Context: an optimization exercise on an open-source flow, tuned for small area. The choices shown serve that exercise and are no tape-out recipe.
Only simulation tests tie the RTL to the original design; equivalence was not proved.
Power figures rest on the tool's default switching activity, not on a simulated workload.

$ cat flow/flow/run.sh
#!/bin/bash
# The standard layout (standard.sh), with three changes:
#  - synthesis maps with an area-recovering ABC script (same Yosys flow,
#    same registers; only the ABC script differs), see abc.script
#  - port buffers use the smallest buffer cell
#  - CTS inserts no dummy loads and uses clkbuf_8 leaves
set -euo pipefail
here=$(pwd)
rm -rf "$here/scripts_abc"
cp -r "$FLOW_HOME/scripts" "$here/scripts_abc"
cp "$here/flow/abc.script" "$here/scripts_abc/abc_speed.script"
SCRIPTS_DIR="$here/scripts_abc" bash standard.sh synth > synth.log 2>&1
export BUFFER_PORTS_ARGS="-buffer_cell sky130_fd_sc_hd__buf_1"
export CTS_ARGS="-sink_clustering_enable -repair_clock_nets -dont_use_dummy_load -buf_list sky130_fd_sc_hd__clkbuf_4 -sink_clustering_size 10 -sink_clustering_max_diameter 40"
bash standard.sh finish > layout.log 2>&1
$ cat flow/flow/abc.script
strash
dch -f
amap -m -F 4 -A 8
topo
buffer -c
topo
stime -c
dnsize -c
$ cat flow/standard.sh
#!/bin/bash
# synth_recipe.tcl (not shown) runs the flow's synth.tcl, then flattens the netlist and writes it again
# the make line also repeats each setting of config.mk as NAME=value (left out here)
make -C /OpenROAD-flow-scripts/flow DESIGN_CONFIG=/design/flow/config.mk WORK_HOME=/design/flow/orfs CLKGATE_MAP_FILE= SYNTH_SCRIPT=/design/flow/synth_recipe.tcl "${@:-finish}"
$ cat flow/config.mk
export PLATFORM = sky130hd
export DESIGN_NAME = calc_core
export DESIGN_NICKNAME = calc_core
export VERILOG_FILES = /design/flow/design.v
export SDC_FILE = /design/flow/constraint.sdc
export NUM_CORES = 4
export LEC_CHECK = 0
export CAP_MARGIN = 10
export CORE_MARGIN = 2
export CORE_UTILIZATION = 55
export SLEW_MARGIN = 10
$ cat flow/constraint.sdc
create_clock -name core_clock -period 8.0 [get_ports {clk}]
set_input_delay 1.6000 -clock core_clock [delete_from_list [all_inputs] [get_ports {clk}]]
set_output_delay 1.6000 -clock core_clock [all_outputs]
set_load 0.01 [all_outputs]
$ cat flow/design.v
module calc_core #(
  parameter  int WIDTH = 32,
  localparam int NIB   = WIDTH / 4,
  localparam int SHW   = $clog2(WIDTH)
) (
  input  logic               clk,
  input  logic               rst,
  input  logic [NIB-1:0]     inc_pulse,
  input  logic               dec,
  input  logic               sel,
  input  logic [3:0]         op,
  input  logic               start,
  output logic               busy,
  output logic               done,
  output logic [WIDTH-1:0]   opa,
  output logic [WIDTH-1:0]   opb,
  output logic [2*WIDTH-1:0] result,
  output logic [2*WIDTH-1:0] last_result,
  output logic               zf,
  output logic               sf,
  output logic               cf,
  output logic               of,
  output logic               err
);
  localparam int W2 = 2 * WIDTH;
  logic             busy_q, done_q, zv_q, wb_q, cq_q;
  logic [SHW+1:0]   cnt_q;
  logic [3:0]       opr_q;
  logic [WIDTH-1:0] x_q, y_q, opa_q, opb_q;
  logic [W2-1:0]    res_q, last_q;
  logic             sf_q, cf_q, of_q, err_q;
  logic o_add, o_sub, o_mul, o_div, o_and, o_or, o_nor, o_not, o_slt, o_sltu;
  logic o_shl, o_shr, o_sra, o_rol, o_pass, o_addsub, o_cmp, o_logic;
  always_comb begin
    o_add    = opr_q == 4'h0;
    o_sub    = opr_q == 4'h1;
    o_mul    = opr_q == 4'h2;
    o_div    = opr_q == 4'h3;
    o_and    = opr_q == 4'h4;
    o_or     = opr_q == 4'h5;
    o_nor    = opr_q == 4'h6;
    o_not    = opr_q == 4'h7;
    o_slt    = opr_q == 4'h8;
    o_sltu   = opr_q == 4'h9;
    o_shl    = opr_q == 4'hA;
    o_shr    = opr_q == 4'hB;
    o_sra    = opr_q == 4'hC;
    o_rol    = opr_q == 4'hD;
    o_pass   = opr_q == 4'hE;
    o_cmp    = o_slt | o_sltu;
    o_addsub = o_add | o_sub;
    o_logic  = o_and | o_or | o_nor | o_not | o_pass;
  end
  logic [SHW+1:0] cnt_inc;
  logic [1:0]     hi;
  logic [SHW-1:0] tgt;
  logic           last, lmid, fin, c_lo, c_mid;
  always_comb begin
    cnt_inc = cnt_q + 1'b1;
    hi      = (o_shr | o_sra | o_div | o_sub) ? 2'b11 : (o_logic ? 2'b10 : 2'b01);
    tgt     = (o_shl | o_rol) ? opb_q[SHW-1:0] : '0;
    last    = (cnt_inc == {hi, tgt});
    lmid    = (cnt_inc == {2'b01, {SHW{1'b0}}});
    fin     = busy_q && !wb_q && last;
    c_lo    = cnt_q[SHW+1:SHW] == 2'b00;             
    c_mid   = cnt_q[SHW+1:SHW] == 2'b01;             
  end
  logic             xa, yb, fbit, cout, q, lt, x0in, pre, c, cb;
  logic             sel_s, sel_t;
  logic [WIDTH-1:0] t, u, s, xi, x_step, y_step;
  always_comb begin
    xa = x_q[WIDTH-1];
    yb = y_q[WIDTH-1];
    if (o_mul || (o_logic && c_lo))
      fbit = 1'b0;
    else if (o_div || ((o_sub || o_cmp) && c_lo))
      fbit = ~xa;
    else if (o_rol && !c_lo)
      fbit = yb;
    else if (o_logic)
      fbit = o_and ? (xa & yb) : o_or ? (xa | yb) : o_nor ? ~(xa | yb)
           : o_not ? ~xa : xa;
    else
      fbit = xa;
    t = {y_q[WIDTH-2:0], fbit};
    cb = 1'b0;
    for (int k = 0; k < 4; k++) begin
      c = 1'b0;
      for (int j = 0; j < 8; j++) begin
        u[8*k+j] = t[8*k+j] ^ opb_q[8*k+j] ^ c;
        c = (t[8*k+j] & opb_q[8*k+j]) | (t[8*k+j] & c) | (opb_q[8*k+j] & c);
      end
      if (k == 0) begin
        s[7:0] = u[7:0];
        cb     = c;
      end else begin
        pre = 1'b1;
        for (int j = 0; j < 8; j++) begin
          s[8*k+j] = u[8*k+j] ^ (cb & pre);
          pre      = pre & u[8*k+j];
        end
        cb = c | (cb & pre);
      end
    end
    cout = cb;
    q    = ~(yb & cout);
    lt   = (o_slt && (opa_q[WIDTH-1] != opb_q[WIDTH-1])) ? opa_q[WIDTH-1] : cout;
    sel_s = (o_mul && xa) || (o_div && c_lo && q) ||
            ((o_add || o_sub || o_logic) && lmid);
    sel_t = !sel_s && !(o_cmp && lmid);
    y_step = sel_s ? s : (sel_t ? t : {{(WIDTH-1){1'b0}}, lt});
    xi  = x_q;
    pre = cq_q;
    for (int j = 0; j < WIDTH; j++) begin
      xi[j] = x_q[j] ^ pre;
      pre   = pre & x_q[j];
    end
    if (o_mul || ((o_shr || o_sra) && !cnt_q[SHW+1]) || (o_div && !c_lo))
      x0in = yb;
    else if (o_logic && c_lo)
      x0in = xa;
    else if (o_div)
      x0in = ~q;
    else
      x0in = o_sub && c_mid && ~yb;
    x_step = {xi[WIDTH-2:0], x0in};
  end
  logic             i_shift;
  always_comb begin
    i_shift = op[3] && (op[2:1] == 2'b01 || op[2:0] == 3'b100 || op[2:0] == 3'b101);
  end
  logic [WIDTH-1:0] opa_d, opb_d;
  logic             edit;
  function automatic logic [3:0] tog(input logic [3:0] n, input logic d, input logic en);
    logic [3:0] tt;
    tt[0] = en;
    tt[1] = tt[0] & (n[0] ^ d);
    tt[2] = tt[1] & (n[1] ^ d);
    tt[3] = tt[2] & (n[2] ^ d);
    tog = n ^ tt;
  endfunction
  always_comb begin
    edit  = !busy_q && !start;
    for (int i = 0; i < NIB; i++) begin
      opa_d[4*i +: 4] = tog(opa_q[4*i +: 4], dec, edit && inc_pulse[i] && !sel);
      opb_d[4*i +: 4] = tog(opb_q[4*i +: 4], dec, edit && inc_pulse[i] && sel);
    end
  end
  logic bz;
  assign bz = (opb_q == '0);
  logic wb_a, wb_b, wb_s, wb_cf, wb_of;
  always_comb begin
    wb_a  = opa_q[WIDTH-1];
    wb_b  = opb_q[WIDTH-1] ^ o_sub;
    wb_s  = y_q[WIDTH-1];
    wb_cf = (wb_a & wb_b) | ((wb_a | wb_b) & !wb_s);
    wb_of = (wb_a == wb_b) && (wb_s != wb_a);
  end
  always_ff @(posedge clk) begin
    if (busy_q) begin
      x_q   <= x_step;
      y_q   <= y_step;
      cnt_q <= cnt_inc;
      wb_q  <= fin;
      cq_q  <= o_mul && xa && cout;
    end else begin
      x_q   <= i_shift ? res_q[WIDTH-1:0] : opa_q;
      y_q   <= {WIDTH{(op == 4'hC && res_q[WIDTH-1]) || op == 4'h3}};
      cnt_q <= {2'b00, (op == 4'hB || op == 4'hC) ? opb_q[SHW-1:0] : {SHW{1'b0}}};
      wb_q  <= 1'b0;
      cq_q  <= 1'b0;
      opr_q <= op;
    end
  end
  always_ff @(posedge clk or posedge rst) begin
    if (rst) begin
      busy_q <= 1'b0;
      done_q <= 1'b0;
      opa_q  <= '0;
      opb_q  <= '0;
      res_q  <= '0;
      last_q <= '0;
      zv_q   <= 1'b0;
      sf_q   <= 1'b0;
      cf_q   <= 1'b0;
      of_q   <= 1'b0;
      err_q  <= 1'b0;
    end else begin
      opa_q  <= opa_d;
      opb_q  <= opb_d;
      done_q <= (busy_q && wb_q) || (!busy_q && start && op == 4'hF);
      if (busy_q) begin
        if (wb_q) busy_q <= 1'b0;
      end else if (start && op != 4'hF) begin
        busy_q <= 1'b1;
      end
      if (!busy_q && start && op == 4'hF) err_q <= 1'b1;
      if (busy_q && wb_q) begin
        res_q  <= {xi, y_q};
        last_q <= res_q;
        zv_q   <= 1'b1;
        sf_q   <= o_mul ? xi[WIDTH-1] : y_q[WIDTH-1];
        cf_q   <= o_addsub && wb_cf;
        of_q   <= o_addsub && wb_of;
        err_q  <= o_div && bz;
      end
    end
  end
  assign busy        = busy_q;
  assign done        = done_q;
  assign opa         = opa_q;
  assign opb         = opb_q;
  assign result      = res_q;
  assign last_result = last_q;
  assign zf          = zv_q && (res_q == '0);
  assign sf          = sf_q;
  assign cf          = cf_q;
  assign of          = of_q;
  assign err         = err_q;
endmodule
==> key figures, run 1 <==
Route
  – DR vias: approximately 10,000
  – WL met2: 15.24 mm
  – Wire per inst: roughly 20 um
  – WL met3: 2.229 mm
  – DR top layer: met4
  – Post-route DRC: 0
  – Routed WL: 33.89 mm
  – Drt first pass iters: 6
  – Routed Antenna Nets: 0
  – DRT iter0 DRCs: 927
  – Vias per inst: approximately 6.0
  – Met1 WL: 15.65 mm

Status
  – Status: timing/DRC/antenna clean

Yosys
  – Compound-cell area share of the yosys netlist: ~24%
  – Largest family of logic cells by synthesized area: compound AO/OA/AOI/OAI gates
  – EDFF count, synth: 4
  – Adder-Cell Fraction of Synth Area: under 10%
  – Syn. warnings: 1
  – Synth Net Count: about 1,300
  – Mux share of post-synthesis cell area: 0%
  – FFs w/ async S/R, synth: between 70% and 80%
  – Synth cell count leaders: dfrtp_1 (199), inv_1 (150), nor2_1 (133), o22a_1 (112)
  – Count leader, synth: dfrtp_1
  – Post-Synth XOR/XNOR Area: 0.06920%
  – Yosys reg bits: approximately 280
  – Distinct cells, synth: between 40 and 50
  – Synthesized netlist cell count: 1,253
  – Most used DFF post-synth: dfrtp_1
  – Synth top area share: 39.35%
  – Post-Syn Area per Cell: between 10 and 15 um2
  – Synth Area in Simple Gates: 8.720%
  – Cell Area, Synth: approximately 13,000 um2
  – Cell taking the most area after synthesis: dfrtp_1
  – Register area share after synthesis: between 50% and 60%
  – Top post-synthesis cells by area: dfrtp_1 (39%), dfxtp_1 (12%), o22a_1 (7.8%), o22ai_1 (5.0%), inv_1 (4.4%)

Clock network
  – Setup repair bufs after CTS: 0
  – Cts repair resizes: 0
  – CTS tree: built
  – CTS root buf: clkbuf_4
  – CTS Buf Count: 40
  – Clk sinks: roughly 280
  – Clock latency (worst-skew pair): 0.66 ns
  – CTS max path bufs: 3
  – Depth of the CTS H-tree: 2
  – Cts hold-fix bufs: 0
  – CTS clk-pin slew, worst paths: between 0.1 and 0.15 ns

Worst hold path
  – HP Class: reg2reg

STA
  – RSZ-0062 raised after global routing: false
  – Worst-Margin Slew: 1.157 ns
  – Final period utilization: 90.04%
  – Setup Viol. Count Final: 0
  – Skew final: roughly 0.081 ns
  – Fmax: approximately 0.14 GHz
  – Slew Limit Fails: 0
  – Crit path time final: 7.203 ns
  – Final hold vios: 0
  – Worst slew margin: a little under a quarter
  – Setup TNS: 0 ns

Placement
  – Final Wtd Congestion: 0.9230
  – Dpl hpwl: about 23 mm
  – Post-DP Area: between 10,000 and 15,000 um2
  – IO buf count: approximately 220

Global routing
  – Initial antenna violation count: 1
  – Largest net degree at the start of global routing: roughly 110
  – GRT Overall Usage: approximately 28%
  – Global-route wire length before repair: ~53 mm
  – Number of global-route vias before repair: about 9,600
  – Grt total ovfl: 0

Run
  – Number of max-cap violations: 0

Die
  – I/O Pins: around 220
  – Die width: between 150 and 200 um
  – Die Height: about 160 um
  – Core ar.: around 23,000 um2
  – Initial core utilization: approximately 56%
  – Row count: 55
  – Die Area: 24,240 um2

Final layout
  – Final Instance Area: about 14,000 um2
  – Nets: 1,538
  – Share of cells above drive strength 1: a little under 5%
  – Area delta synth->final: 10.44%

Critical path
  – Worst reg2reg path startpoint: opr_q[3]
  – R2R depth: 36
  – CP Max Fanout: 32
  – Worst setup startpoint: opr_q[3]
  – WP data required: 8.56 ns
  – Worst setup path endpoint: y_q[0]
  – Crit path arrival time: between 7 and 8 ns
  – Max stage delay on crit path: 0.51 ns
  – Crit path max-delay cell type: a2111oi_1
  – CP endpoint kind: flip-flop
  – Cell repeated most along the worst path: fa_1
  – Worst setup SP type: flip-flop
  – R2R setup slack: around 0.80 ns
  – WS Path Type: reg2reg
  – Worst r2r dst: y_q[0]

Power
  – Pwr per Cell Area: approximately 400 nW/um2
  – Cell leakage power: around 0.0059 uW
  – Peak supply drop: 0.1901 mV
[per-stage QoR]
step / std cells / setup WS [ns] / hold WS [ns] / util [%] / power, uW
4_1_cts: 1734 / 0.7683 / 0.4530 / 61.72 / 5612
3_3_place_gp: 1694 / 0.9364 / 0.4362 / 60.39 / 4859
2_1_floorplan: 1253 / 0.9743 / 0.4111 / - / 4062
3_5_place_dp: 1694 / 0.8005 / 0.4407 / 60.39 / 4921
6_report: 1735 / 0.7969 / 0.4526 / 61.74 / 5599
5_1_grt: 1735 / 0.09334 / 0.4891 / 61.74 / 6054
[layout by cell type, fill, tap and decap left out, drive strengths merged, types with 8 or more instances in the layout]
cell    count
o22ai     101
nor3       24
or4        11
dfrtp     199
o21ai      21
a22oi      21
inv       152
nand2      39
fa         28
o22a      112
nand3       8
buf       226
clkbuf     41
nor2      133
a21oi     101
nor4       12
ha         42
o221ai     45
dfxtp      73
[registers in the layout, indices dropped and copies added, names as in the netlist, 4 cells and up]
signal	flops
cnt_q	7
last_q	64
opa_q	32
opb_q	32
opr_q	4
res_q	64
x_q	32
y_q	32
[worst min-delay path by stage]
stage	from	endpoint	slack [ns]	cells after the start
2_1_floorplan	wb_q	busy_q	0.41	1
3_3_place_gp	wb_q	busy_q	0.44	1
3_5_place_dp	wb_q	busy_q	0.44	1
4_1_cts	wb_q	busy_q	0.45	1
5_1_grt	wb_q	busy_q	0.49	1
6_report	wb_q	busy_q	0.45	1
[power by group]
group / internal (uW) / leakage (uW) / switching (uW)
sequential: 1970 / 0.00288 / 596
combinational: 968 / 0.00284 / 1390
clock: 230 / 0.000184 / 451
total: 3160 / 0.00590 / 2430
[layout make-up]
cell class | count | area [um2]
timing repair buffer | 227 | 898.4
tap | 285 | 356.6
multi-input combinational | 753 | 5275
clock buffer | 40 | 300.3
inverter | 153 | 583.1
antenna | 1 | 2.502
sequential | 276 | 6561
fill | 1977 | 8663
[metal layers]
layer	up-vias	GRT usage (%)
met1	5046	41.72
li1	4966	-
met4	0	7.339
met5	-	0
met3	60	4.417
met2	413	42.71
[cells by family (layout without fill, tap and decap cells)]
kind of cell             after synthesis  after routing
AO/OA/AOI/OAI                        433            433
XOR/XNOR                               1              1
adder cells (fa/ha/maj)               70             70
buffers and inverters                224            420
flip-flops                           276            276
other                                  0              1
AND/OR/NAND/NOR                      249            249
[critical path: cells and delay by family, from the launching register on]
family          cells  cell delay, ns
flops               1            0.42
buf+inv             5            0.64
fa+ha+maj           8            1.70
compound gates     11            2.07
simple gates       12            2.32
==> inputs of run 2 (changes only) <==
--- a/flow/design.v
+++ b/flow/design.v
@@ -61,6 +61,6 @@
     tgt     = (o_shl | o_rol) ? opb_q[SHW-1:0] : '0;
     last    = (cnt_inc == {hi, tgt});
-    lmid    = (cnt_inc == {2'b01, {SHW{1'b0}}});
-    fin     = busy_q && !wb_q && last;
+    lmid    = (cnt_q == {2'b00, {SHW{1'b1}}});
+    fin     = busy_q && last;
     c_lo    = cnt_q[SHW+1:SHW] == 2'b00;             
     c_mid   = cnt_q[SHW+1:SHW] == 2'b01;             
--- a/flow/flow/run.sh
+++ b/flow/flow/run.sh
@@ -4,5 +4,5 @@
 #    same registers; only the ABC script differs), see abc.script
 #  - port buffers use the smallest buffer cell
-#  - CTS inserts no dummy loads and uses clkbuf_8 leaves
+#  - CTS inserts no dummy loads and uses small (clkbuf_4) leaf clusters
 set -euo pipefail
 here=$(pwd)
--- a/flow/config.mk
+++ b/flow/config.mk
@@ -9,3 +9,4 @@
 export CORE_MARGIN = 2
 export CORE_UTILIZATION = 55
+export PLACE_DENSITY = 0.8
 export SLEW_MARGIN = 10
==> key figures, run 2 <==
Yosys
  – Synth Area in Simple Gates: 8.651%
  – EDFF count, synth: 4
  – Synth top area share: slightly below 40%
  – Largest family of logic cells by synthesized area: compound AO/OA/AOI/OAI gates
  – Count leader, synth: dfrtp_1
  – Cell Area, Synth: about 13,000 um2
  – Synthesized netlist cell count: 1,242
  – Mux share of post-synthesis cell area: 0%
  – Top post-synthesis cells by area: dfrtp_1 (40%), dfxtp_1 (12%), o22a_1 (7.7%), inv_1 (4.5%), fa_1 (4.5%)
  – Yosys reg bits: 276
  – Most used DFF post-synth: dfrtp_1
  – Post-Syn Area per Cell: ~10 um2
  – Compound-cell area share of the yosys netlist: between 20% and 30%
  – FFs w/ async S/R, synth: just over 70%
  – Register area share after synthesis: 52.14%
  – Distinct cells, synth: 46
  – Adder-Cell Fraction of Synth Area: approximately 8.5%
  – Cell taking the most area after synthesis: dfrtp_1
  – Post-Synth XOR/XNOR Area: 0%
  – Synth Net Count: around 1,300
  – Synth cell count leaders: dfrtp_1 (199), inv_1 (150), nor2_1 (125), o22a_1 (111), a21oi_1 (102)
  – Syn. warnings: 1

Global routing
  – Grt total ovfl: 0
  – Global-route wire length before repair: 53.61 mm
  – Number of global-route vias before repair: roughly 10,000
  – Initial antenna violation count: 2
  – GRT Overall Usage: 27.97%
  – Largest net degree at the start of global routing: ~120

Placement
  – Final Wtd Congestion: just under 0.9
  – Dpl hpwl: about 23 mm
  – DP Worst Slack: just under 0.8 ns
  – IO buf count: approximately 220

Critical path
  – Crit path max-delay cell type: or4_1
  – Max stage delay on crit path: about 0.46 ns
  – WS Path Type: reg2reg
  – CP Max Fanout: 33
  – Crit path arrival time: around 7.7 ns
  – Worst r2r dst: y_q[0]
  – WP data required: between 8 and 9 ns
  – Worst setup SP type: flip-flop
  – Crit path max-delay family: simple AND/OR/NAND/NOR gates
  – Number of buffers and inverters on the critical path: 5
  – CP endpoint kind: flip-flop
  – Worst reg2reg path startpoint: opr_q[2]
  – R2R depth: 38
  – R2R setup slack: 0.75 ns

Clock network
  – Cts hold-fix bufs: 0
  – CTS root buf: clkbuf_4
  – CTS Buf Count: 37
  – Clk sinks: approximately 280
  – CTS max path bufs: 3
  – Clock latency (worst-skew pair): 0.67 ns
  – Cts repair resizes: 0
  – CTS tree: built
  – Setup repair bufs after CTS: 0
  – CTS clk-pin slew, worst paths: between 0.1 and 0.15 ns
  – Depth of the CTS H-tree: 2

Route
  – Wire per inst: 19.45 um
  – DRT iter0 DRCs: between 900 and 1,000
  – Post-route DRC: 0
  – Routed WL: 33.50 mm
  – Drt first pass iters: 6
  – Routed Antenna Nets: 0
  – Vias per inst: approximately 6.2
  – DR vias: 10,630

Die
  – I/O Pins: between 200 and 250
  – Core ar.: ~23,000 um2
  – Initial core utilization: a little under three fifths
  – Die Height: 155.3 um
  – Die Area: 24,100 um2
  – Die width: about 160 um
  – Row count: 55

STA
  – Slew Limit Fails: 0
  – Setup Viol. Count Final: 0
  – Setup TNS: 0 ns
  – Crit path time final: roughly 7.3 ns
  – Skew final: roughly 0.08 ns
  – Final hold vios: 0
  – Final period utilization: between 90 and 100%
  – Worst slew margin: roughly 18%
  – Worst-Margin Slew: 1.237 ns
  – Fmax: 0.1379 GHz
  – RSZ-0062 raised after global routing: false
  – Setup ws final: between 0.7 and 0.8 ns

Worst hold path
  – Hold endpoint: zv_q
  – Hold Crit Start: zv_q
  – HP Class: reg2reg
  – Hold Path Depth: 1

Final layout
  – Largest registers: last_q: 64 flops, res_q: 64 flops
  – Area delta synth->final: 10.32%
  – Most common cell after layout, fill and taps aside: buf_1
  – Nets: roughly 1,500
  – Most frequent cells in the layout: buf_1 (214), dfrtp_1 (199), inv_1 (149)
  – Share of cells above drive strength 1: around 4.3%

Power
  – Peak supply drop: 0.1975 mV
  – Cell leakage power: slightly above 0.006 uW
  – Pwr per Cell Area: ~430 nW/um2

Status
  – Status: timing/DRC/antenna clean

Run
  – Number of max-cap violations: 0
[run 2: cell families (layout without fill, tap and decap cells)]
kind of cell               after synthesis  in the layout
AOI/OAI and AO/OA                      436            436
DFF                                    276            276
and+or+nand+nor                        240            240
buffers and inverters                  221            415
adders and majority gates               69             69
other                                    0              1
[run 2: area by class of cell]
| class | count | area (um2) |
|---|---|---|
| flip-flops and latches | 276 | 6561 |
| fillers | 1946 | 8690 |
| clock buffers | 37 | 277.8 |
| inverters | 152 | 580.6 |
| well taps | 285 | 356.6 |
| repair buffers | 226 | 890.9 |
| multi-input cells | 745 | 5213 |
| diodes | 1 | 2.502 |
[run 2: worst max-delay path by stage]
stage               startpoint      to  slack (ns)  depth (start not counted)
detailed placement    opr_q[2]  y_q[0]        0.78                         38
finish                opr_q[2]  y_q[0]        0.75                         38
global route          opr_q[2]  y_q[0]        0.09                         38
CTS                   opr_q[2]  y_q[0]        0.78                         38
floorplan                  rst  busy_q        0.97                          1
global placement      opr_q[2]  y_q[0]        1.12                         38
[run 2: metal layers]
metal	part of all wire [%]	global-route usage, %
met2	45	43.11
met4	3.2	9.567
met1	44	40.33
met5	0	0
met3	7.7	5.042
[run 2: metrics by stage]
step / util [%] / power (uW) / hold WS [ns] / cell area [um2] / std cells
2_1_floorplan: - / 4324 / 0.4392 / 12580 / 1242
3_3_place_gp: 60.26 / 5162 / 0.4543 / 13600 / 1684
3_5_place_dp: 60.26 / 5272 / 0.4559 / 13600 / 1684
4_1_cts: 61.49 / 5934 / 0.4823 / 13880 / 1721
5_1_grt: 61.50 / 6423 / 0.5159 / 13880 / 1722
6_report: 61.50 / 5940 / 0.4836 / 13880 / 1722
[run 2: where the power goes]
part	internal, uW	switching [uW]	total [uW]
clock	214	441	655
combinational	1090	1480	2570
sequential	2040	677	2720
==> inputs of run 3 (changes only) <==
==> flow/flow/abc.script (replaced) <==
strash
dch -f
amap -m -F 4 -A 8
topo
stime -c
dnsize -c
--- a/flow/config.mk
+++ b/flow/config.mk
@@ -9,4 +9,3 @@
 export CORE_MARGIN = 2
 export CORE_UTILIZATION = 55
-export PLACE_DENSITY = 0.8
 export SLEW_MARGIN = 10
==> key figures, run 3 <==
Global routing
  – Initial antenna violation count: 1
  – Largest net degree at the start of global routing: ~130
  – Number of global-route vias before repair: ~9,700
  – Grt total ovfl: 0
  – GRT Overall Usage: approximately 28%
  – Global-route wire length before repair: ~54 mm

Yosys
  – Most used DFF post-synth: dfrtp_1
  – Distinct cells, synth: between 40 and 50
  – Count leader, synth: dfrtp_1
  – Yosys reg bits: about 280
  – Post-Syn Area per Cell: ~11 um2
  – Syn. warnings: 1
  – Top post-synthesis cells by area: dfrtp_1 (40%), dfxtp_1 (12%), o22a_1 (7.9%), clkinv_1 (4.6%), fa_1 (4.5%)
  – FFs w/ async S/R, synth: between 70 and 80%
  – Synthesized netlist cell count: between 1,000 and 1,500
  – Synth top area share: between 40% and 50%
  – Synth Net Count: 1,260
  – Cell taking the most area after synthesis: dfrtp_1
  – Cell Area, Synth: approximately 12,000 um2
  – Register area share after synthesis: 53.22%
  – EDFF count, synth: 4
  – Synth cell count leaders: dfrtp_1 (199), clkinv_1 (152), nor2_1 (125), o22a_1 (111), a21oi_1 (102)

Power
  – Peak supply drop: 0.3201 mV
  – Cell leakage power: 0.005434 uW
  – Pwr per Cell Area: roughly 430 nW/um2

STA
  – Setup TNS: 0 ns
  – Fmax: roughly 0.14 GHz
  – Crit path time final: 7.281 ns
  – RSZ-0062 raised after global routing: false
  – Final hold vios: 0
  – Setup Viol. Count Final: 0
  – Skew final: ~0.095 ns
  – Final period utilization: between 90% and 100%
  – Slew Limit Fails: 0
  – Worst slew margin: 25.62%
  – Worst-Margin Slew: 1.116 ns

Run
  – Number of max-cap violations: 0

Route
  – Drt first pass iters: 5
  – Wire per inst: between 15 and 20 um
  – Routed WL: about 33 mm
  – DR vias: 10,440
  – Routed Antenna Nets: 0
  – DRT iter0 DRCs: 821
  – Vias per inst: 6.073
  – Post-route DRC: 0

Final layout
  – Most common cell after layout, fill and taps aside: buf_1
  – Largest registers: last_q: 64 flops, res_q: 64 flops
  – Share of cells above drive strength 1: 4.103%
  – Most frequent cells in the layout: buf_1 (214), dfrtp_1 (199), clkinv_1 (149)
  – Area delta synth->final: 12.82%
  – Sequential cell area: between 6000 and 7000 um2
  – Final Non-Filler Cells: approximately 1,700
  – Multi-input gate area: 5226 um2
  – Layout fillers: 1,949
  – Nets: ~1,500
  – Final Instance Area: about 14,000 um2

Die
  – I/O Pins: roughly 220
  – Die width: approximately 150 um
  – Initial core utilization: ~56%
  – Die Area: ~24,000 um2
  – Row count: between 50 and 60
  – Core ar.: approximately 22,000 um2
  – Die Height: 153.7 um

Critical path
  – WS Path Type: reg2reg
  – Max stage delay on crit path: approximately 0.47 ns
  – Crit path max-delay cell type: or4_1
  – Number of buffers and inverters on the critical path: 5
  – R2R depth: 37
  – Crit path max-delay family: simple AND/OR/NAND/NOR gates
  – Worst setup SP type: flip-flop
  – CP Max Fanout: 32
  – Cell repeated most along the worst path: fa_1
  – Critical path depth: 37
  – CP endpoint kind: flip-flop
  – WP data required: 8.52 ns
  – Crit path arrival time: 7.80 ns

Clock network
  – CTS root buf: clkbuf_4
  – CTS clk-pin slew, worst paths: between 0.1 and 0.15 ns
  – Clk sinks: 276
  – CTS max path bufs: 3
  – CTS Buf Count: 40
  – CTS tree: built
  – Clock latency (worst-skew pair): ~0.67 ns
  – Depth of the CTS H-tree: 2

Worst hold path
  – Hold Path Depth: 2
  – HP Class: reg2reg

Placement
  – Post-DP Area: around 14,000 um2
  – Final Wtd Congestion: 0.8812
  – Dpl cells: approximately 1,700
  – Dpl hpwl: between 20 and 25 mm
  – IO buf count: roughly 220

Status
  – Status: timing/DRC/antenna clean
-- run 3: power breakdown --
part / switching [uW] / internal [uW]
logic: 1470 / 1090
clock network: 445 / 230
registers: 677 / 2040
-- run 3: cell families (layout without fill, tap and decap cells) --
| family | after synthesis | after routing | synth area share [%] |
|---|---|---|---|
| AO/OA/AOI/OAI | 436 | 436 | 24.55 |
| adder cells (fa/ha/maj) | 69 | 69 | 8.708 |
| buffers and inverters | 153 | 417 | 4.689 |
| flip-flops | 276 | 276 | 53.22 |
| other | 0 | 1 | 0 |
| AND/OR/NAND/NOR | 240 | 240 | 8.830 |
-- run 3: repair_timing --
item                       CTS  global route
buffers inserted             0             0
resized for setup            0             3
setup endpoints to repair    0            21
hold buffers                 0             0
-- run 3: metrics by stage --
step | total power [uW] | hold slack, ns | utilization [%] | worst slack [ns]
2_1_floorplan | 4334 | 0.4432 | - | 0.09633
3_3_place_gp | 5207 | 0.4618 | 62.07 | 0.6617
3_5_place_dp | 5284 | 0.4649 | 62.07 | 0.5704
4_1_cts | 5967 | 0.4257 | 63.44 | 0.5481
5_1_grt | 6435 | 0.4626 | 63.53 | 0.04375
6_report | 5952 | 0.4411 | 63.53 | 0.7193
-- run 3: worst paths after layout --
kind                            slack (ns)      from         end
worst min register to register        0.44   y_q[26]   res_q[26]
worst min-delay path                  0.44   y_q[26]   res_q[26]
worst max-delay path                  0.72  opr_q[2]      y_q[0]
min in group asynchronous             1.09       rst  last_q[35]
worst max register to register        0.72  opr_q[2]      y_q[0]
max in group asynchronous             5.43       rst  last_q[24]
-- run 3: tightest hold or removal path: cells and delay by family, from the launching register on --
kind,cells,cell delay (ns)
AO/OA/AOI/OAI,1,0.06
buffers and inverters,1,0.09
flip-flops,1,0.32
-- run 3: layer usage --
layer / GRT usage [%] / part of all wire (%)
met5: 0 / 0
met3: 4.904 / 6.8
met2: 41.52 / 44
met4: 7.471 / 2.0
met1: 43.52 / 47
-- run 3: area by class of cell --
type                       count  area share, %
tap                          280          2.519
sequential                   276          47.18
multi-input combinational    745          37.58
inverter                     152          4.174
timing repair buffer         225          6.378
antenna                        1        0.01799
clock buffer                  40          2.159
==> inputs of run 4 (changes only) <==
==> flow/flow/abc.script (replaced) <==
strash
dch -f
amap -m -F 4 -A 8
topo
buffer -c
topo
stime -c
dnsize -c
==> key figures, run 4 <==
Status
  – Status: timing/DRC/antenna clean

Die
  – Core ar.: between 20,000 and 25,000 um2
  – Die width: 155.3 um
  – I/O Pins: approximately 220
  – Die Height: 155.3 um
  – Die Area: roughly 24,000 um2
  – Row count: 55
  – Initial core utilization: ~56%

Clock network
  – Cts hold-fix bufs: 0
  – Clock latency (worst-skew pair): approximately 0.66 ns
  – CTS root buf: clkbuf_4
  – CTS Buf Count: approximately 40
  – Clk sinks: around 280
  – Cts repair resizes: 0
  – CTS max path bufs: 3
  – Depth of the CTS H-tree: 2
  – CTS clk-pin slew, worst paths: ~0.090 ns
  – CTS tree: built
  – Setup repair bufs after CTS: 0

Route
  – Routed Antenna Nets: 0
  – Vias per inst: roughly 6.0
  – Routed WL: ~34 mm
  – Drt first pass iters: 5
  – Wire per inst: about 20 um
  – DRT iter0 DRCs: approximately 800
  – DR vias: roughly 10,000
  – Post-route DRC: 0

Critical path
  – CP endpoint kind: flip-flop
  – R2R depth: 38
  – Worst setup SP type: flip-flop
  – CP Max Fanout: 33
  – Worst r2r dst: y_q[0]
  – Crit path arrival time: between 7 and 8 ns
  – Crit path max-delay cell type: or4_1
  – R2R setup slack: between 0.9 and 1 ns
  – Number of buffers and inverters on the critical path: 5
  – Worst reg2reg path startpoint: opr_q[2]
  – WS Path Type: reg2reg
  – WP data required: about 8.5 ns
  – Crit path max-delay family: simple AND/OR/NAND/NOR gates
  – Worst setup startpoint: opr_q[2]
  – Max stage delay on crit path: approximately 0.46 ns

STA
  – Setup Viol. Count Final: 0
  – Fmax: around 0.14 GHz
  – Slew Limit Fails: 0
  – Final period utilization: between 80% and 90%
  – Worst slew margin: 27.93%
  – Setup TNS: 0 ns
  – Final hold vios: 0
  – Skew final: around 0.067 ns
  – Crit path time final: 7.089 ns
  – Worst-Margin Slew: 1.080 ns
  – RSZ-0062 raised after global routing: false

Yosys
  – Cell Area, Synth: about 13,000 um2
  – Synth Net Count: ~1,300
  – Register area share after synthesis: around 52%
  – Synthesized netlist cell count: 1,242
  – Cell taking the most area after synthesis: dfrtp_1
  – Count leader, synth: dfrtp_1
  – FFs w/ async S/R, synth: between 70% and 80%
  – Synth cell count leaders: dfrtp_1 (199), inv_1 (150), nor2_1 (125), o22a_1 (111), a21oi_1 (102)
  – Top post-synthesis cells by area: dfrtp_1 (40%), dfxtp_1 (12%), o22a_1 (7.7%), inv_1 (4.5%), fa_1 (4.5%)
  – EDFF count, synth: 4
  – Synth top area share: about two fifths
  – Yosys reg bits: 276
  – Syn. warnings: 1
  – Post-Syn Area per Cell: between 10 and 15 um2
  – Distinct cells, synth: 46
  – Most used DFF post-synth: dfrtp_1

Worst hold path
  – Hold Path Depth: 1
  – Hold endpoint: zv_q
  – HP Class: reg2reg
  – Hold Crit Start: zv_q

Power
  – Pwr per Cell Area: 427.6 nW/um2
  – Peak supply drop: 0.1800 mV
  – Final Power: 5950 uW
  – Cell leakage power: around 0.0061 uW

Global routing
  – Largest net degree at the start of global routing: about 140
  – Number of global-route vias before repair: 9,697
  – Global-route wire length before repair: 53.85 mm
  – Grt total ovfl: 0
  – GRT Overall Usage: about 28%
  – Initial antenna violation count: 2

Final layout
  – Nets: around 1,500
  – Share of cells above drive strength 1: roughly 4.6%
  – Largest registers: last_q: 64 flops, res_q: 64 flops
  – Layout fillers: approximately 2,000
  – Most common cell after layout, fill and taps aside: buf_1
  – Area delta synth->final: 10.58%
  – Most frequent cells in the layout: buf_1 (214), dfrtp_1 (199), inv_1 (149)

Placement
  – IO buf count: 215
  – Dpl hpwl: between 20 and 25 mm
  – Final Wtd Congestion: roughly 0.86

Run
  – Number of max-cap violations: 0
[run 4: cell types whose count changed after synthesis, sizes merged]
cell / change
inv: +151
clkinv: -151
clkbuf: +61
buf: +7
[run 4: logic make-up (layout without fill, tap and decap cells)]
| logic type | after synthesis | after routing | synth area share, % |
|---|---|---|---|
| AO/OA/AOI/OAI | 436 | 436 | 24.05 |
| flip-flops | 276 | 276 | 52.14 |
| AND/OR/NAND/NOR | 240 | 240 | 8.651 |
| buffers and inverters | 221 | 419 | 6.622 |
| adder cells (fa/ha/maj) | 69 | 69 | 8.531 |
| other | 0 | 2 | 0 |
[run 4: final cells by class]
| type | instances | area [um2] | area share [%] |
|---|---|---|---|
| flip-flops and latches | 276 | 6561 | 47.15 |
| multi-input cells | 745 | 5213 | 37.46 |
| repair buffers | 226 | 890.9 | 6.402 |
| inverters | 152 | 580.6 | 4.172 |
| well taps | 285 | 356.6 | 2.563 |
| clock buffers | 41 | 307.8 | 2.212 |
| diodes | 2 | 5.005 | 0.03597 |
[run 4: report_power, final]
group          total [uW]  switching, uW  internal, uW
clock network         688            453           236
logic                2540           1460          1090
registers            2720            679          2040
total                5950           2590          3360
[run 4: worst max path at each step]
stage / to / slack [ns] / cells after the start
final: y_q[0] / 0.91 / 38
after floorplan: busy_q / 0.97 / 1
after global routing: y_q[0] / 0.07 / 38
after detailed placement: y_q[0] / 0.89 / 38
after CTS: y_q[0] / 0.89 / 38
after global placement: y_q[0] / 1.03 / 38
[run 4: through the flow]
stage / hold slack, ns / instance area (um2) / util, % / std cells / setup slack [ns]
2_1_floorplan: 0.4392 / 12580 / - / 1242 / 0.9743
4_1_cts: 0.4799 / 13910 / 61.62 / 1725 / 0.8865
5_1_grt: 0.5225 / 13910 / 61.65 / 1727 / 0.06782
3_3_place_gp: 0.4534 / 13600 / 60.26 / 1684 / 1.029
3_5_place_dp: 0.4604 / 13600 / 60.26 / 1684 / 0.8858
6_report: 0.4834 / 13910 / 61.65 / 1727 / 0.9107
[run 4: worst reg2reg max path, delay by kind of cell (launching register included)]
kind | cells | cell delay (ns)
AND/OR/NAND/NOR | 13 | 2.56
flip-flops | 1 | 0.35
buffers and inverters | 5 | 0.64
adder cells (fa/ha/maj) | 8 | 1.64
AO/OA/AOI/OAI | 12 | 1.77
[run 4: per-layer routing]
metal  GRT usage [%]  vias to the layer above  wire, um
li1                -                     4941         -
met1           42.54                     5002     15960
met2           42.41                      320     14970
met3           4.345                       68      2009
met4           9.305                        0       963
met5               0                        -         0
==> inputs of run 5 (changes only) <==
--- a/flow/flow/run.sh
+++ b/flow/flow/run.sh
@@ -12,4 +12,4 @@
 SCRIPTS_DIR="$here/scripts_abc" bash standard.sh synth > synth.log 2>&1
 export BUFFER_PORTS_ARGS="-buffer_cell sky130_fd_sc_hd__buf_1"
-export CTS_ARGS="-sink_clustering_enable -repair_clock_nets -dont_use_dummy_load -buf_list sky130_fd_sc_hd__clkbuf_4 -sink_clustering_size 10 -sink_clustering_max_diameter 40"
+export CTS_ARGS="-sink_clustering_enable -repair_clock_nets -dont_use_dummy_load -buf_list sky130_fd_sc_hd__clkbuf_4 -sink_clustering_size 12 -sink_clustering_max_diameter 45"
 bash standard.sh finish > layout.log 2>&1
==> key figures, run 5 <==
STA
  – Worst slew margin: between 20% and 30%
  – RSZ-0062 raised after global routing: false
  – Crit path time final: just over 7 ns
  – Slew Limit Fails: 0
  – Setup Viol. Count Final: 0
  – Fmax: roughly 0.14 GHz
  – Setup ws final: 0.8860 ns
  – Setup TNS: 0 ns
  – Skew final: ~0.071 ns
  – Worst-Margin Slew: between 1 and 1.5 ns
  – Final period utilization: about nine tenths
  – Final hold vios: 0

Critical path
  – R2R setup slack: 0.89 ns
  – WS Path Type: reg2reg
  – Worst setup startpoint: opr_q[2]
  – CP Max Fanout: 33
  – Crit path max-delay cell type: or4_1
  – CP endpoint kind: flip-flop
  – Crit path arrival time: between 7 and 8 ns
  – Worst r2r dst: y_q[0]
  – Worst setup SP type: flip-flop
  – Worst reg2reg path startpoint: opr_q[2]
  – WP data required: about 8.5 ns
  – Worst setup path endpoint: y_q[0]
  – Max stage delay on crit path: approximately 0.46 ns
  – R2R depth: 38

Die
  – Initial core utilization: between 50% and 60%
  – Die Height: 155.3 um
  – Core ar.: around 23,000 um2
  – Die Area: 24,100 um2
  – Die width: 155.3 um
  – I/O Pins: 216
  – Row count: 55

Worst hold path
  – HP Class: reg2reg

Yosys
  – Post-Syn Area per Cell: 10.13 um2
  – Synth top area share: ~40%
  – Syn. warnings: 1
  – Register area share after synthesis: 52.14%
  – Synthesized netlist cell count: around 1,200
  – Synth cell count leaders: dfrtp_1 (199), inv_1 (150), nor2_1 (125), o22a_1 (111), a21oi_1 (102)
  – EDFF count, synth: 4
  – Yosys reg bits: roughly 280
  – FFs w/ async S/R, synth: between 70 and 80%
  – Distinct cells, synth: 46
  – Top post-synthesis cells by area: dfrtp_1 (40%), dfxtp_1 (12%), o22a_1 (7.7%), inv_1 (4.5%), fa_1 (4.5%)
  – Cell Area, Synth: 12,580 um2
  – Most used DFF post-synth: dfrtp_1
  – Cell taking the most area after synthesis: dfrtp_1
  – Count leader, synth: dfrtp_1
  – Synth Net Count: 1,328

Clock network
  – CTS max path bufs: 3
  – Setup repair bufs after CTS: 0
  – Clk sinks: 276
  – Clock latency (worst-skew pair): between 0.6 and 0.7 ns
  – Cts repair resizes: 0
  – Depth of the CTS H-tree: 2
  – Cts hold-fix bufs: 0
  – CTS clk-pin slew, worst paths: roughly 0.1 ns
  – CTS Buf Count: 36
  – CTS root buf: clkbuf_4
  – CTS tree: built

Route
  – Post-route DRC: 0
  – DR vias: 10,350
  – Wire per inst: 19.70 um
  – DRT iter0 DRCs: approximately 880
  – Routed Antenna Nets: 0
  – Drt first pass iters: 5
  – Routed WL: 33.93 mm
  – Vias per inst: 6.013

Power
  – Peak supply drop: 0.1982 mV
  – Pwr per Cell Area: about 430 nW/um2
  – Final Power: a little under 6000 uW
  – Sequential share of power: between 40% and 50%
  – Clock Power Share: approximately 11%
  – Sw frac: 43.69%
  – Power Internal: 3332 uW
  – Cell leakage power: just over 0.006 uW
  – Logic pwr share: 43.0%
  – Switching pwr: 2585 uW

Placement
  – Dpl hpwl: 23.83 mm
  – Final Wtd Congestion: ~0.86
  – IO buf count: approximately 220
  – DP Worst Slack: roughly 0.89 ns

Final layout
  – Multi-input gate area: around 5200 um2
  – Layout fillers: slightly above 2,000
  – Largest registers: last_q: 64 flops, res_q: 64 flops
  – Nets: between 1,500 and 2,000
  – Most frequent cells in the layout: buf_1 (214), dfrtp_1 (199), inv_1 (149)
  – Sequential cell area: ~6600 um2
  – Most common cell after layout, fill and taps aside: buf_1
  – Share of cells above drive strength 1: 4.251%
  – Area delta synth->final: 10.28%

Status
  – Status: timing/DRC/antenna clean

Global routing
  – Number of global-route vias before repair: 9,656
  – Grt total ovfl: 0
  – Initial antenna violation count: 2
  – Global-route wire length before repair: 53.57 mm
  – Largest net degree at the start of global routing: approximately 140
  – GRT Overall Usage: approximately 28%

Run
  – Number of max-cap violations: 0
## run 5: cell counts after synthesis
No cell type changed its count.
## run 5: worst min path at each step
stage / slack, ns / start / end / cells past startpoint
finish: 0.48 / zv_q / zv_q / 1
global route: 0.52 / cnt_q[0] / cnt_q[0] / 1
CTS: 0.48 / zv_q / zv_q / 1
detailed placement: 0.46 / zv_q / zv_q / 1
global placement: 0.45 / zv_q / zv_q / 1
floorplan: 0.44 / zv_q / zv_q / 1
## run 5: cell families after synthesis
logic type / count (synthesis) / synth area share, %
AOI/OAI and AO/OA: 436 / 24.05
DFF: 276 / 52.14
and+or+nand+nor: 240 / 8.651
buffers and inverters: 221 / 6.622
adders and majority gates: 69 / 8.531
## run 5: critical path: cells and delay by family, from the launching register on
kind                     cells  cell delay (ns)
AO/OA/AOI/OAI               12             1.77
adder cells (fa/ha/maj)      8             1.64
buffers and inverters        5             0.64
flip-flops                   1             0.36
AND/OR/NAND/NOR             13             2.56
## run 5: stage by stage
step                instances  area [um2]  utilization [%]  hold slack, ns
floorplan                1242       12580                -          0.4392
global placement         1684       13600            60.26          0.4534
detailed placement       1684       13600            60.26          0.4604
CTS                      1720       13870            61.46          0.4808
global route             1722       13880            61.48          0.5230
finish                   1722       13880            61.48          0.4838
## run 5: power by group through the flow
| stage | logic [uW] | registers [uW] | clock network (uW) |
|---|---|---|---|
| finish | 2550 | 2720 | 653 |
| CTS | 2560 | 2710 | 672 |
| floorplan | 1580 | 2740 | 0 |
| detailed placement | 2540 | 2740 | 0 |
| global placement | 2490 | 2720 | 0 |
| global route | 2890 | 2800 | 726 |
## run 5: per-layer routing
| layer | vias to the layer above | part of all wire [%] | track usage, % |
|---|---|---|---|
| met5 | - | 0 | 0 |
| li1 | 4924 | - | - |
| met2 | 328 | 44 | 42.67 |
| met3 | 53 | 5.5 | 4.401 |
| met4 | 0 | 2.4 | 8.038 |
| met1 | 5049 | 48 | 42.32 |
## run 5: cell type report
type	count	share of cell area (%)
Inverter	152	4.184
Timing Repair Buffer	226	6.420
Tap cell	285	2.570
Clock buffer	36	1.948
Sequential cell	276	47.28
Antenna cell	2	0.03607
Multi-Input combinational cell	745	37.56

port drivers added, routing unchanged:
The flow's constraints put no driver on any port. The routed layouts listed below were extracted and timed again, unchanged, in two steps. Step 1 (the two cells are an assumption about what drives the block):
set clk [get_ports {clk}]
set_driving_cell -lib_cell sky130_fd_sc_hd__clkbuf_16 $clk
set_driving_cell -lib_cell sky130_fd_sc_hd__buf_2 [delete_from_list [all_inputs] $clk]
Step 2 also shifts input and output timing later by t, the mid clock arrival at the registers, as if the neighbouring blocks saw the same clock. a / b / c = no drivers / after step 1 / after step 2; a / b = the first two.
run	shift t [ns]	slack for setup (ns)	worst slew at a driven data input, ns
run 1	0.663	0.797 / 0.797 / 0.797	0.04
run 2	0.665	0.747 / 0.747 / 0.747	0.06
run 3	0.664	0.719 / 0.719 / 0.719	0.04
run 4	0.672	0.911 / 0.911 / 0.911	0.07
run 5	0.667	0.886 / 0.886 / 0.886	0.07
After both steps setup and hold are still met in every run listed.
